What follows belongs to an exercise in optimizing a design on an open flow for small area; a production flow would make more cautious choices. Only simulation tests tie the RTL to the original design; equivalence was not proved. The clock port is modelled as an ideal driver; clocking choices that lean on that would not hold on a real chip.

== quartz ==
// otp_svc_top
module otp_svc_top (
  input  logic                     clk,
  input  logic                     cptra_rst_b,
  input  logic                     cmd_valid_i,
  input  logic [15:0]              cmd_i,
  input  logic                     prog_we_i,
  input  logic [4:0]               prog_addr_i,
  input  logic [16-1:0]   prog_data_i,
  input  logic [4:0]               rd_addr_i,
  input  logic                     clk_byp_ack_i,
  output logic [16-1:0]   rd_data_o,
  output logic [7-1:0] locked_map_o,
  output logic [7-1:0] fault_map_o,
  output logic                     lc_rst_b_o,
  output logic [11:0]              clk_sel_o,
  output logic                     ext_clk_req_o,
  output logic                     clk_switch_o,
  output logic [1:0]               esc_o
);
  localparam int NP = 7;
  localparam int W  = 16;
  logic [3:0] op;
  logic       fault_cmd, accept, release_cmd;
  assign op          = cmd_i[15:12];
  assign fault_cmd   = cmd_valid_i && (op == 4'h1 || op == 4'h2);
  assign release_cmd = cmd_valid_i && (op == 4'h3);
  logic fault_active_q, inject_q, release_q, inject_d_q, release_d_q;
  logic kind_q;
  assign accept = fault_cmd && !fault_active_q;
  always_ff @(posedge clk or negedge cptra_rst_b) begin
    if (!cptra_rst_b) begin
      fault_active_q <= 1'b0;
      inject_q       <= 1'b0;
      release_q      <= 1'b0;
      inject_d_q     <= 1'b0;
      release_d_q    <= 1'b0;
    end else begin
      fault_active_q <= accept || (fault_active_q && !release_cmd);
      inject_q       <= accept;
      release_q      <= release_cmd;
      inject_d_q     <= inject_q;
      release_d_q    <= release_q;
    end
  end
  ...
==> flow/config.mk <==
export PLATFORM = sky130hd
export DESIGN_NAME = otp_svc_top
export DESIGN_NICKNAME = otp_svc_top
export VERILOG_FILES = /design/flow/design.v
export SDC_FILE = /design/flow/constraint.sdc
export NUM_CORES = 4
export LEC_CHECK = 0
export CAP_MARGIN = 5
export CORE_MARGIN = 2
export CORE_UTILIZATION = 60
export GPL_TIMING_DRIVEN = 0
export SLEW_MARGIN = 5
==> flow/constraint.sdc <==
create_clock -name core_clock -period 5.0 [get_ports {clk}]
set_input_delay 1.0000 -clock core_clock [delete_from_list [all_inputs] [get_ports {clk}]]
set_output_delay 1.0000 -clock core_clock [all_outputs]
set_load 0.01 [all_outputs]
standard.sh (not shown) runs the stock make flow with config.mk's settings and CLKGATE_MAP_FILE= SYNTH_SCRIPT=/design/flow/synth_recipe.tcl, a recipe that flattens the netlist after the stock synthesis.
==> flow/flow/run.sh <==
#!/bin/bash
# The standard layout (standard.sh) with these changes:
#  - synthesis maps the logic with an area-oriented ABC script (flow/area.abc),
#    through flow/synth_area.tcl (synth_recipe.tcl with only ABC's script swapped)
#  - the read mux AND-OR-invert groups (modules otp_ao222, otp_ao22) are mapped on their own
#    (SYNTH_KEEP_MODULES), then flattened by the script as in synth_recipe.tcl
#  - before repair_design, gates whose outputs break the slew limit are upsized
#    within their family (flow/upsize.tcl), instead of being buffered
#  - ports are buffered with the smallest buffer
#  - CTS uses small clock buffers and no dummy loads
# Every tool's output goes to flow.log here; ORFS keeps per-step logs in orfs/logs.
set -euo pipefail
W=$(pwd)
export AREA_ABC_SCRIPT=$W/flow/area.abc
EXTRA="AREA_ABC_SCRIPT=$W/flow/area.abc SYNTH_KEEP_MODULES='otp_ao222 otp_ao22'"
EXTRA+=" PRE_RESIZE_TCL=$W/flow/upsize.tcl"
EXTRA+=" BUFFER_PORTS_ARGS='-buffer_cell sky130_fd_sc_hd__buf_1'"
EXTRA+=" CTS_ARGS='-sink_clustering_enable -repair_clock_nets -dont_use_dummy_load -sink_clustering_size 14 -sink_clustering_max_diameter 70 -buf_list {sky130_fd_sc_hd__clkbuf_8}'"
sed -e "s|SYNTH_SCRIPT=[^ ]*|SYNTH_SCRIPT=$W/flow/synth_area.tcl|" \
    -e "s|\"\${@:-finish}\"|$EXTRA \"\${@:-finish}\"|" standard.sh > standard_area.sh
cat standard_area.sh > standard_area.log
bash standard_area.sh "${FLOW_TARGET:-finish}" > flow.log 2>&1
==> flow/flow/area.abc <==
&get -n
&st
&dc2
&dch
&nf -R 1000
&put
topo
stime -c
buffer -c
==> flow/flow/upsize.tcl <==
proc upsize_violating_drivers { {margin 0.95} } {
  set db [ord::get_db]
  set n 0
  for {set pass 0} {$pass < 4} {incr pass} {
    set changed 0
    foreach inst [[ord::get_db_block] getInsts] {
      set m [[$inst getMaster] getName]
      if {![regexp {^(sky130_fd_sc_hd__[a-z0-9]+)_([0-9]+)$} $m -> base sz]} continue
      if {[regexp {clkbuf|clkinv|df|conb|tap|fill|decap|dly|probe|lpflow} $base]} continue
      set sinst [sta::find_instance [$inst getName]]
      foreach it [$inst getITerms] {
        if {![$it isOutputSignal] || [$it getNet] == "NULL"} continue
        set pin [get_pins -of_objects [get_cells [$inst getName]] -filter "direction == output"]
        set bad 0
        foreach p $pin {
          set s [expr {max([get_property $p slew_max_rise],[get_property $p slew_max_fall])}]
          if {$s > 1.5 * $margin} { set bad 1 }
        }
        if {!$bad} continue
        foreach s {2 4 6 8} {
          if {$s <= $sz} continue
          set nm [$db findMaster ${base}_$s]
          if {$nm != "NULL"} { $inst swapMaster $nm; incr n; set changed 1; break }
        }
        break
      }
    }
    if {!$changed} break
  }
  puts "upsized $n drivers"
}

estimate_parasitics -placement
upsize_violating_drivers
Other scripts of this flow, unchanged in this note and not shown: flow/flow/synth_area.tcl
#### Input delta (indigo over quartz)
--- a/flow/flow/run.sh
+++ b/flow/flow/run.sh
@@ -16,5 +16,5 @@
 EXTRA+=" PRE_RESIZE_TCL=$W/flow/upsize.tcl"
 EXTRA+=" BUFFER_PORTS_ARGS='-buffer_cell sky130_fd_sc_hd__buf_1'"
-EXTRA+=" CTS_ARGS='-sink_clustering_enable -repair_clock_nets -dont_use_dummy_load -sink_clustering_size 14 -sink_clustering_max_diameter 70 -buf_list {sky130_fd_sc_hd__clkbuf_8}'"
+EXTRA+=" CTS_ARGS='-sink_clustering_enable -repair_clock_nets -dont_use_dummy_load -sink_clustering_size 30 -sink_clustering_max_diameter 100 -buf_list {sky130_fd_sc_hd__clkbuf_16}'"
 sed -e "s|SYNTH_SCRIPT=[^ ]*|SYNTH_SCRIPT=$W/flow/synth_area.tcl|" \
     -e "s|\"\${@:-finish}\"|$EXTRA \"\${@:-finish}\"|" standard.sh > standard_area.sh
==> flow/flow/area.abc <==
&get -n
&st
&dc2
&dch
&nf -R 1000
&put
--- a/flow/flow/upsize.tcl
+++ b/flow/flow/upsize.tcl
@@ -1,3 +1,3 @@
-proc upsize_violating_drivers { {margin 0.95} } {
+proc upsize_violating_drivers { {margin 0.95} {maxgrow 1e9} } {
   set db [ord::get_db]
   set n 0
@@ -21,5 +21,8 @@
           if {$s <= $sz} continue
           set nm [$db findMaster ${base}_$s]
-          if {$nm != "NULL"} { $inst swapMaster $nm; incr n; set changed 1; break }
+          if {$nm == "NULL"} continue
+          set om [$inst getMaster]
+          if {[expr {([$nm getWidth] - [$om getWidth]) * [$nm getHeight] / 1e6}] > $maxgrow} break
+          $inst swapMaster $nm; incr n; set changed 1; break
         }
         break
@@ -32,3 +35,3 @@
 
 estimate_parasitics -placement
-upsize_violating_drivers
+upsize_violating_drivers 0.85
==> comparison <==
- Going from quartz to indigo, the number of buffers and inverters on the critical path was found to have gone down by 1.
- From quartz to indigo the numbers moved as follows: mapped cell area now smaller, count of inserted antenna diode cells down 1, worst setup slack lost 0.66 ns, cell area fell by 320 sq um, xor and xnor area share after synthesis about even.
- Summary of indigo over quartz: hold slack stayed essentially flat; met1 track demand over resource in global routing saw a decrease.

==> separate check: timing with driven ports <==
Ports are ideal in the flow. The routed layouts listed here were re-timed in OpenROAD. Step 1 assumes that a clkbuf_16 drives the clock port and a buf_2 every other input. Step 2 adds t to the input delays and takes it off the output delays; t is the mean of the earliest and latest rising clock arrival at the registers after step 1. Input paths then give back, and output paths get back, about the clock's delay inside the block. a / b / c = ideal / step 1 / step 2; a / b = the first two.
run | t (ns) | setup slack, ns | worst setup path at the end
quartz | 0.685 | 1.732 / 1.688 / 1.003 | input to register
indigo | 0.615 | 1.069 / 1.093 / 0.478 | input to register
After both steps every run listed still meets setup and hold. For quartz, which loses most, drivers alone change the setup slack by -0.044 ns; drivers and shift together by -0.729 ns.
